From an optimization exercise on the open Yosys and OpenROAD flow, aimed at small area, a short achievable clock period and few clock cycles per item; shortcuts taken in it are not production practice.
Where RTL was checked, it was by simulation tests only, not by an equivalence proof against the original.

==> 09-25: inputs <==
// timing_wheel_scheduler
module timing_wheel_scheduler #(
  parameter int unsigned WHEEL_SLOTS = 64,
  parameter int unsigned MAX_TIMERS  = 32
) (
  input  wire logic                        clk_i,
  input  wire logic                        rst_ni,
  input  wire logic                        push,
  output logic                             full,
  input  wire logic [1:0]                  kind_i,
  input  wire logic [tws_pkg::IdW-1:0]     timer_id_i,
  input  wire logic signed [tws_pkg::DelayW-1:0] delay_ms_i,
  output logic                             empty,
  input  wire logic                        pop,
  output logic [2:0]                       status_o,
  output logic [tws_pkg::IdW-1:0]          expired_id_o,
  output logic                             last_o,
  input  wire logic                        cfg_valid_i,
  output logic                             cfg_ready_o,
  input  wire logic [tws_pkg::PeriodW-1:0] cfg_data_i
);
clock: 8.0 ns
lec_check: 0
abc_clock_period_in_ps: 3000
cap_margin: 20
core_margin: 2
core_utilization: 55
setup_slack_margin: 4.5
slew_margin: 20
tns_end_percent: 100
run.sh (not shown) runs the stock make flow with config.mk's settings and CLKGATE_MAP_FILE= SYNTH_SCRIPT=/design/flow/synth_recipe.tcl, a recipe that flattens the netlist after the stock synthesis.
==> inputs of 01-01, as changes to 09-25 <==
--- a/flow/design.v
+++ b/flow/design.v
@@ -27,18 +27,20 @@
   input  wire logic                         load_i,
   input  wire logic [tws_pkg::QW-1:0]       ld_d_i,
   input  wire logic [tws_pkg::IdW-1:0]      ld_id_i,
   input  wire logic                         ld_n_i,
   input  wire logic [15:0]                  pn_i,
   input  wire logic [17:0]                  pn3_i,
   input  wire logic [3:0]                   pz_i,
+  input  wire logic                         p_one_i,    
   input  wire logic                         tick_i,
   output logic                              busy_o,
   output logic                              can_load_o,
   output logic                              tick_ok_o,
+  output logic                              zero_hit_o,
   output logic [tws_pkg::IdW-1:0]           id_o,
   output logic                              wv_o,
   output logic [tws_pkg::IdW-1:0]           wid_o,
   output logic [tws_pkg::QW-1:0]            wq_o,
   output logic [4:0]                        wn_o
 );
   localparam int unsigned QW = tws_pkg::QW;
@@ -56,15 +58,16 @@
   assign busy_o     = dv_q;
   assign id_o       = id_q;
   logic pow_gt_n;
   always_comb begin
     if (dj_q >= 5'd5) pow_gt_n = 1'b1;
     else pow_gt_n = (6'd1 << dj_q) > {1'b0, n_q};
   end
-  assign tick_ok_o = !dv_q || (qnz_q && pow_gt_n);
+  assign zero_hit_o = dv_q && (dj_q == 5'd0) && (quo_q == QW'(n_q));
+  assign tick_ok_o  = !dv_q || (dj_q == 5'd0) || (qnz_q && pow_gt_n);
   logic [15:0]   rem_n;
   logic [7:0]    str_n;
   logic [QW-1:0] quo_n;
   logic          qnz_n;
   always_comb begin
     logic [17:0] trial;
     logic [18:0] d1, d2, d3;
@@ -121,17 +124,17 @@
       wid_o <= id_q;
       wq_o  <= quo_n;
       wn_o  <= n_q + 5'(tick_i);
     end
     if (load_i) begin
       rem_q <= {1'b0, xn[QW-1:8]};
       str_q <= xn[7:0];
-      quo_q <= '0;
-      qnz_q <= k0p >= {1'b0, lz} + 6'd2 + 6'(ld_n_i);
-      dj_q  <= (k0p > {1'b0, lz}) ? 5'(k0p - {1'b0, lz}) : 5'd0;
+      quo_q <= p_one_i ? ld_d_i : '0;
+      qnz_q <= ld_n_i ? (k0p >= {1'b0, lz} + 6'd3) : (k0p >= {1'b0, lz} + 6'd2);
+      dj_q  <= (k0p > {1'b0, lz} && !p_one_i) ? 5'(k0p - {1'b0, lz}) : 5'd0;
       id_q  <= ld_id_i;
       n_q   <= 5'(ld_n_i);
     end else if (dv_q) begin
       rem_q <= rem_n;
       str_q <= str_n;
       quo_q <= quo_n;
       qnz_q <= qnz_n;
@@ -248,28 +251,29 @@
         pz_q <= pz_q + 4'd1;
       end
     end
   end
   logic [NT-1:0]  active_q;
   logic [QW-1:0]  t_q;
   logic           tick_v;       
+  logic [NT-1:0]  exp_q;        
   logic           h_v, s_v;
   logic [2:0]     h_st, s_st;
   logic [IW-1:0]  h_id, s_id;
   logic [QW-1:0]  w_d;
   logic [IW-1:0]  w_id;
   logic           w_ge;         
   logic           w_t;          
-  logic          div_can_load, div_tick_ok, div_load;
+  logic          div_can_load, div_tick_ok, div_load, div_zero_hit;
   logic [IW-1:0] div_id;
   logic          wv;
   logic [IW-1:0] wid;
   logic [QW-1:0] wq;
   logic [4:0]    wn;
-  logic          tick_take, tick_done;
+  logic          tick_take;
   logic [QW-1:0] ld_d;
   logic [IW-1:0] ld_id;
   logic [NT-1:0] match;
   tws_back u_back (
     .clk_i,
     .we_i    (wv),
     .wid_i   (wid),
@@ -278,22 +282,24 @@
     .match_o (match)
   );
   tws_front #(.B(2)) u_front (
     .clk_i, .rst_ni,
     .load_i     (div_load),
     .ld_d_i     (ld_d),
     .ld_id_i    (ld_id),
-    .ld_n_i     (w_v && (w_t || tick_done)),
+    .ld_n_i     (w_v && (w_t || tick_take)),
     .pn_i       (pn_q),
     .pn3_i      (pn3_q),
     .pz_i       (pz_q),
-    .tick_i     (tick_done),
+    .p_one_i    (pz_q == 4'd15 && pn_q == 16'h8000),
+    .tick_i     (tick_take),
     .busy_o     (div_busy),
     .can_load_o (div_can_load),
     .tick_ok_o  (div_tick_ok),
+    .zero_hit_o (div_zero_hit),
     .id_o       (div_id),
     .wv_o       (wv),
     .wid_o      (wid),
     .wq_o       (wq),
     .wn_o       (wn)
   );
   logic can_emit;
@@ -320,37 +326,41 @@
   assign ld_id    = w_v ? w_id : a_id;
   logic w_in;
   assign w_in = add_take && (w_v || !ld_ok);
   logic [QW-1:0] hi_mask;
   always_comb begin
     for (int i = 0; i < QW; i++) hi_mask[i] = (5'(i) + {1'b0, pz_q}) >= 5'd16;
   end
-  logic [NT-1:0] hits, pend_mask, wr_hit;
+  logic [NT-1:0] hits, pend_mask, wr_hit, dz_hit;
   always_comb begin
     pend_mask = '0;
     wr_hit    = '0;
-    if (div_busy) pend_mask[div_id] = 1'b1;
+    dz_hit    = '0;
+    if (div_busy) begin
+      pend_mask[div_id] = 1'b1;
+      dz_hit[div_id]    = div_zero_hit && !(w_v && w_id == div_id);
+    end
     if (w_v) pend_mask[w_id] = 1'b1;
     if (wv) begin
       pend_mask[wid] = 1'b1;
       wr_hit[wid]    = (wq == QW'(wn)) && !(div_busy && div_id == wid) &&
                        !(w_v && w_id == wid);
     end
-    hits = active_q & ((match & ~pend_mask) | wr_hit);
+    hits = active_q & ((match & ~pend_mask) | wr_hit | dz_hit);
   end
-  logic [NT-1:0] pe_low;
+  logic [NT-1:0] pe_in, pe_rest;
   logic [IW-1:0] pe_idx;
   logic          pe_any;
   always_comb begin
-    pe_any = |hits;
+    pe_in  = tick_v ? exp_q : hits;
+    pe_any = |pe_in;
     pe_idx = '0;
-    for (int i = NT - 1; i >= 0; i--) if (hits[i]) pe_idx = IW'(i);
-    pe_low = hits & ~(hits - NT'(1));
+    for (int i = NT - 1; i >= 0; i--) if (pe_in[i]) pe_idx = IW'(i);
+    pe_rest = pe_in & (pe_in - NT'(1));
   end
-  assign tick_done = (tick_v ? can_emit : tick_take) && !pe_any;
   logic          em_v;
   logic [2:0]    em_st;
   logic [IW-1:0] em_id;
   always_comb begin
     em_v  = 1'b0;
     em_st = tws_pkg::ST_DONE;
     em_id = '0;
@@ -369,17 +379,19 @@
       active_q <= '0;
       t_q      <= '0;
       tick_v   <= 1'b0;
       w_v      <= 1'b0;
       h_v      <= 1'b0;
       s_v      <= 1'b0;
     end else begin
-      if (tick_done) t_q <= t_q + QW'(1);
-      if (tick_v ? can_emit : tick_take) begin
-        active_q <= active_q & ~pe_low;
+      if (tick_v) begin
+        if (can_emit && !pe_any) tick_v <= 1'b0;
+      end else if (tick_take) begin
+        t_q      <= t_q + QW'(1);
+        active_q <= active_q & ~hits;
         tick_v   <= pe_any;
       end else if (add_take) begin
         active_q <= active_q | a_onehot;
       end else if (a_take && a_rem) begin
         active_q <= active_q & ~a_onehot;
       end
       if (w_in) w_v <= 1'b1;
@@ -391,15 +403,16 @@
         s_v <= 1'b1;
       end
     end
   end
   always_ff @(posedge clk_i) begin
     pn3_q <= {2'b0, pn_q} + {1'b0, pn_q, 1'b0};
     if (w_in) w_t <= 1'b0;
-    else if (tick_done) w_t <= 1'b1;
+    else if (tick_take) w_t <= 1'b1;
+    if (tick_v ? can_emit : tick_take) exp_q <= pe_rest;
     if (w_in) begin
       w_d  <= a_d[QW-1:0];
       w_id <= a_id;
       w_ge <= |(a_d[QW-1:0] & hi_mask);
     end
     if (!h_v || pop) begin
       if (s_v) begin h_st <= s_st; h_id <= s_id; end
Settings changed: ABC_CLOCK_PERIOD_IN_PS 3000 to 3500, SETUP_SLACK_MARGIN 4.5 to 4.
==> inputs of 08-19, as changes to 09-25 <==
--- a/flow/design.v
+++ b/flow/design.v
@@ -16,24 +16,22 @@
   localparam int unsigned QW      = 23;
   localparam int unsigned NTimers = 32;
 endpackage
 `default_nettype wire
 `timescale 1ns / 1ps
 `default_nettype none
 module tws_front #(
-  parameter int unsigned B = 2    
+  parameter int unsigned B = 2
 ) (
   input  wire logic                         clk_i,
   input  wire logic                         rst_ni,
   input  wire logic                         load_i,
   input  wire logic [tws_pkg::QW-1:0]       ld_d_i,
   input  wire logic [tws_pkg::IdW-1:0]      ld_id_i,
-  input  wire logic                         ld_n_i,
   input  wire logic [15:0]                  pn_i,
-  input  wire logic [17:0]                  pn3_i,
   input  wire logic [3:0]                   pz_i,
   input  wire logic                         tick_i,
   output logic                              busy_o,
   output logic                              can_load_o,
   output logic                              tick_ok_o,
   output logic [tws_pkg::IdW-1:0]           id_o,
   output logic                              wv_o,
@@ -62,42 +60,34 @@
   end
   assign tick_ok_o = !dv_q || (qnz_q && pow_gt_n);
   logic [15:0]   rem_n;
   logic [7:0]    str_n;
   logic [QW-1:0] quo_n;
   logic          qnz_n;
   always_comb begin
-    logic [17:0] trial;
-    logic [18:0] d1, d2, d3;
-    trial = {rem_q, str_q[7:6]};
-    d1 = {1'b0, trial} - {3'b0, pn_i};
-    d2 = {1'b0, trial} - {2'b0, pn_i, 1'b0};
-    d3 = {1'b0, trial} - {1'b0, pn3_i};
+    logic [16:0] trial, diff;
+    trial = '0;
+    diff  = '0;
     rem_n = rem_q;
     str_n = str_q;
     quo_n = quo_q;
     qnz_n = qnz_q;
-    if (dj_q >= 5'd2) begin
-      str_n = {str_q[5:0], 2'b00};
-      if (!d3[18]) begin
-        rem_n = d3[15:0]; quo_n = {quo_q[QW-3:0], 2'd3};
-      end else if (!d2[18]) begin
-        rem_n = d2[15:0]; quo_n = {quo_q[QW-3:0], 2'd2};
-      end else if (!d1[18]) begin
-        rem_n = d1[15:0]; quo_n = {quo_q[QW-3:0], 2'd1};
-      end else begin
-        rem_n = trial[15:0]; quo_n = {quo_q[QW-3:0], 2'd0};
-      end
-      qnz_n = qnz_q || !d1[18];
-    end else if (dj_q == 5'd1) begin
-      str_n = {str_q[6:0], 1'b0};
-      if (!d2[18]) begin
-        rem_n = d2[16:1]; quo_n = {quo_q[QW-2:0], 1'b1}; qnz_n = 1'b1;
-      end else begin
-        rem_n = trial[16:1]; quo_n = {quo_q[QW-2:0], 1'b0};
+    for (int s = 0; s < B; s++) begin
+      if (5'(s) < dj_q) begin
+        trial = {rem_n, str_n[7]};
+        diff  = trial - {1'b0, pn_i};
+        str_n = {str_n[6:0], 1'b0};
+        if (!diff[16]) begin
+          rem_n = diff[15:0];
+          quo_n = {quo_n[QW-2:0], 1'b1};
+          qnz_n = 1'b1;
+        end else begin
+          rem_n = trial[15:0];
+          quo_n = {quo_n[QW-2:0], 1'b0};
+        end
       end
     end
   end
   logic [4:0]    lz;
   logic [QW-1:0] xn;
   logic [5:0] k0p;
   always_comb begin
@@ -122,18 +112,18 @@
       wq_o  <= quo_n;
       wn_o  <= n_q + 5'(tick_i);
     end
     if (load_i) begin
       rem_q <= {1'b0, xn[QW-1:8]};
       str_q <= xn[7:0];
       quo_q <= '0;
-      qnz_q <= k0p >= {1'b0, lz} + 6'd2 + 6'(ld_n_i);
+      qnz_q <= 1'b0;
       dj_q  <= (k0p > {1'b0, lz}) ? 5'(k0p - {1'b0, lz}) : 5'd0;
       id_q  <= ld_id_i;
-      n_q   <= 5'(ld_n_i);
+      n_q   <= '0;
     end else if (dv_q) begin
       rem_q <= rem_n;
       str_q <= str_n;
       quo_q <= quo_n;
       qnz_q <= qnz_n;
       dj_q  <= (dj_q > 5'(B)) ? dj_q - 5'(B) : 5'd0;
       n_q   <= n_q + 5'(tick_i);
@@ -218,58 +208,53 @@
       end
     end
     if (!b_v) begin
       b_kind <= kind_i; b_id <= timer_id_i; b_d <= delay_ms_i;
     end
   end
   logic [15:0] p_q, pn_q;
-  logic [17:0] pn3_q;           
-  logic        pn_rdy_q;
   logic [3:0]  pz_q;
   logic        inflight;
   logic        w_v;
   logic        div_busy;
   assign inflight = a_v || b_v || w_v || div_busy;
   always_ff @(posedge clk_i or negedge rst_ni) begin
     if (!rst_ni) begin
       p_q       <= 16'd10;
       pn_q      <= 16'hA000;
       pz_q      <= 4'd12;
-      pn_rdy_q  <= 1'b1;
       p_dirty_q <= 1'b0;
     end else begin
       if (cfg_valid_i) p_q <= cfg_data_i;
       p_dirty_q <= cfg_valid_i || (p_dirty_q && inflight);
-      pn_rdy_q <= pn_q[15] && !(p_dirty_q && !inflight);
       if (p_dirty_q && !inflight) begin
         pn_q <= (p_q == 16'd0) ? 16'd1 : p_q;
         pz_q <= 4'd0;
       end else if (!pn_q[15]) begin
         pn_q <= {pn_q[14:0], 1'b0};
         pz_q <= pz_q + 4'd1;
       end
     end
   end
   logic [NT-1:0]  active_q;
   logic [QW-1:0]  t_q;
   logic           tick_v;       
+  logic [NT-1:0]  exp_q;        
   logic           h_v, s_v;
   logic [2:0]     h_st, s_st;
   logic [IW-1:0]  h_id, s_id;
   logic [QW-1:0]  w_d;
   logic [IW-1:0]  w_id;
-  logic           w_ge;         
-  logic           w_t;          
   logic          div_can_load, div_tick_ok, div_load;
   logic [IW-1:0] div_id;
   logic          wv;
   logic [IW-1:0] wid;
   logic [QW-1:0] wq;
   logic [4:0]    wn;
-  logic          tick_take, tick_done;
+  logic          tick_take;
   logic [QW-1:0] ld_d;
   logic [IW-1:0] ld_id;
   logic [NT-1:0] match;
   tws_back u_back (
     .clk_i,
     .we_i    (wv),
     .wid_i   (wid),
@@ -278,19 +263,17 @@
     .match_o (match)
   );
   tws_front #(.B(2)) u_front (
     .clk_i, .rst_ni,
     .load_i     (div_load),
     .ld_d_i     (ld_d),
     .ld_id_i    (ld_id),
-    .ld_n_i     (w_v && (w_t || tick_done)),
     .pn_i       (pn_q),
-    .pn3_i      (pn3_q),
     .pz_i       (pz_q),
-    .tick_i     (tick_done),
+    .tick_i     (tick_take),
     .busy_o     (div_busy),
     .can_load_o (div_can_load),
     .tick_ok_o  (div_tick_ok),
     .id_o       (div_id),
     .wv_o       (wv),
     .wid_o      (wid),
     .wq_o       (wq),
@@ -300,57 +283,51 @@
   assign can_emit = !s_v;
   logic a_add, a_rem, a_tick, a_none, add_ok, add_go, tick_ok, ld_ok;
   assign a_add  = a_kind == tws_pkg::KIND_ADD;
   assign a_rem  = a_kind == tws_pkg::KIND_REMOVE;
   assign a_tick = a_kind == tws_pkg::KIND_TICK;
   assign a_none = a_kind == tws_pkg::KIND_NONE;
   assign add_ok = !a_d[23] && !active_q[a_id];
-  assign ld_ok  = div_can_load && pn_rdy_q;
+  assign ld_ok  = div_can_load && pn_q[15];
   assign add_go = !w_v || ld_ok;
-  assign tick_ok = (!w_v || (w_ge && !w_t)) && div_tick_ok;
+  assign tick_ok = !w_v && div_tick_ok;
   assign a_take = a_v && !tick_v &&
                   (a_none || (can_emit && (a_rem || (a_add && (!add_ok || add_go)) ||
                                            (a_tick && tick_ok))));
   assign tick_take = a_take && a_tick;
   logic [NT-1:0] a_onehot;
   assign a_onehot = NT'(1) << a_id;
   logic add_take;
   assign add_take = a_take && a_add && add_ok;
   assign div_load = ld_ok && (w_v || add_take);
   assign ld_d     = w_v ? w_d : a_d[QW-1:0];
   assign ld_id    = w_v ? w_id : a_id;
   logic w_in;
   assign w_in = add_take && (w_v || !ld_ok);
-  logic [QW-1:0] hi_mask;
-  always_comb begin
-    for (int i = 0; i < QW; i++) hi_mask[i] = (5'(i) + {1'b0, pz_q}) >= 5'd16;
-  end
   logic [NT-1:0] hits, pend_mask, wr_hit;
   always_comb begin
     pend_mask = '0;
     wr_hit    = '0;
     if (div_busy) pend_mask[div_id] = 1'b1;
-    if (w_v) pend_mask[w_id] = 1'b1;
     if (wv) begin
       pend_mask[wid] = 1'b1;
-      wr_hit[wid]    = (wq == QW'(wn)) && !(div_busy && div_id == wid) &&
-                       !(w_v && w_id == wid);
+      wr_hit[wid]    = (wq == QW'(wn));
     end
     hits = active_q & ((match & ~pend_mask) | wr_hit);
   end
-  logic [NT-1:0] pe_low;
+  logic [NT-1:0] pe_in, pe_rest;
   logic [IW-1:0] pe_idx;
   logic          pe_any;
   always_comb begin
-    pe_any = |hits;
+    pe_in  = tick_v ? exp_q : hits;
+    pe_any = |pe_in;
     pe_idx = '0;
-    for (int i = NT - 1; i >= 0; i--) if (hits[i]) pe_idx = IW'(i);
-    pe_low = hits & ~(hits - NT'(1));
+    for (int i = NT - 1; i >= 0; i--) if (pe_in[i]) pe_idx = IW'(i);
+    pe_rest = pe_in & (pe_in - NT'(1));
   end
-  assign tick_done = (tick_v ? can_emit : tick_take) && !pe_any;
   logic          em_v;
   logic [2:0]    em_st;
   logic [IW-1:0] em_id;
   always_comb begin
     em_v  = 1'b0;
     em_st = tws_pkg::ST_DONE;
     em_id = '0;
@@ -369,17 +346,19 @@
       active_q <= '0;
       t_q      <= '0;
       tick_v   <= 1'b0;
       w_v      <= 1'b0;
       h_v      <= 1'b0;
       s_v      <= 1'b0;
     end else begin
-      if (tick_done) t_q <= t_q + QW'(1);
-      if (tick_v ? can_emit : tick_take) begin
-        active_q <= active_q & ~pe_low;
+      if (tick_v) begin
+        if (can_emit && !pe_any) tick_v <= 1'b0;
+      end else if (tick_take) begin
+        t_q      <= t_q + QW'(1);
+        active_q <= active_q & ~hits;
         tick_v   <= pe_any;
       end else if (add_take) begin
         active_q <= active_q | a_onehot;
       end else if (a_take && a_rem) begin
         active_q <= active_q & ~a_onehot;
       end
       if (w_in) w_v <= 1'b1;
@@ -389,21 +368,18 @@
         s_v <= 1'b0;
       end else if (em_v) begin
         s_v <= 1'b1;
       end
     end
   end
   always_ff @(posedge clk_i) begin
-    pn3_q <= {2'b0, pn_q} + {1'b0, pn_q, 1'b0};
-    if (w_in) w_t <= 1'b0;
-    else if (tick_done) w_t <= 1'b1;
+    if (tick_v ? can_emit : tick_take) exp_q <= pe_rest;
     if (w_in) begin
       w_d  <= a_d[QW-1:0];
       w_id <= a_id;
-      w_ge <= |(a_d[QW-1:0] & hi_mask);
     end
     if (!h_v || pop) begin
       if (s_v) begin h_st <= s_st; h_id <= s_id; end
       else begin h_st <= em_st; h_id <= em_id; end
     end
     if (!s_v) begin s_st <= em_st; s_id <= em_id; end
   end
Settings changed: ABC_CLOCK_PERIOD_IN_PS 3000 to 2500, CORE_UTILIZATION 55 to 50, SETUP_SLACK_MARGIN 4.5 to 5.
==> inputs of 03-14, as changes to 09-25 <==
Settings changed: ABC_CLOCK_PERIOD_IN_PS 3000 to 3500, SETUP_SLACK_MARGIN 4.5 to 4.
==> summary.txt <==
08-19 finished clean. 09-25 passed the timing, design-rule and antenna checks. 01-01 ran to the end with no violations. 03-14 produced a clean layout.
Final area: 03-14 < 01-01 < 08-19 < 09-25.
Against 01-01, the synthesized cell count of 03-14 is higher by about 3%.
Against 03-14, the maximum frequency of 08-19 is lower by about 10%.
Worst hold slack: 08-19 < 03-14 < 01-01 < 09-25.
Testbench counts of 01-01, summed over its fixed seeds: cycles 3,711, items 3,200.
Testbench counts of 08-19, summed over its fixed seeds: cycles 4,345, items 3,200.
For 09-25 and 03-14, only the layout was checked, not whether the RTL still works.

-- afterwards: timing with drivers on the ports --
In the flow no input, the clock included, has a driving cell. The finished layouts below were timed again as built, in two steps. Step 1 sets driving cells, clkbuf_16 on the clock port and buf_2 on the other inputs (assumed; they add their load-dependent delay and slew). Step 2 times the ports against the registers' clock, not the clock port: input delays grow and output delays shrink by t, the midpoint of the rising clock arrivals with the driver on. Three values: no drivers, after step 1, after step 2; two values: the first two.
| run | t, ns | slack for setup (ns) | worst setup path after step 2 | worst slew at a driven data input, ns |
|---|---|---|---|---|
| 09-25 | 0.796 | 2.975 / 2.975 / 2.975 | register to register | 0.10 |
| 01-01 | 0.776 | 3.723 / 3.723 / 3.723 | register to register | 0.06 |
| 08-19 | 0.788 | 2.444 / 2.444 / 2.444 | register to register | 0.06 |
| 03-14 | 0.778 | 2.984 / 2.984 / 2.984 | register to register | 0.12 |
After both steps setup and hold are still met in every run listed.
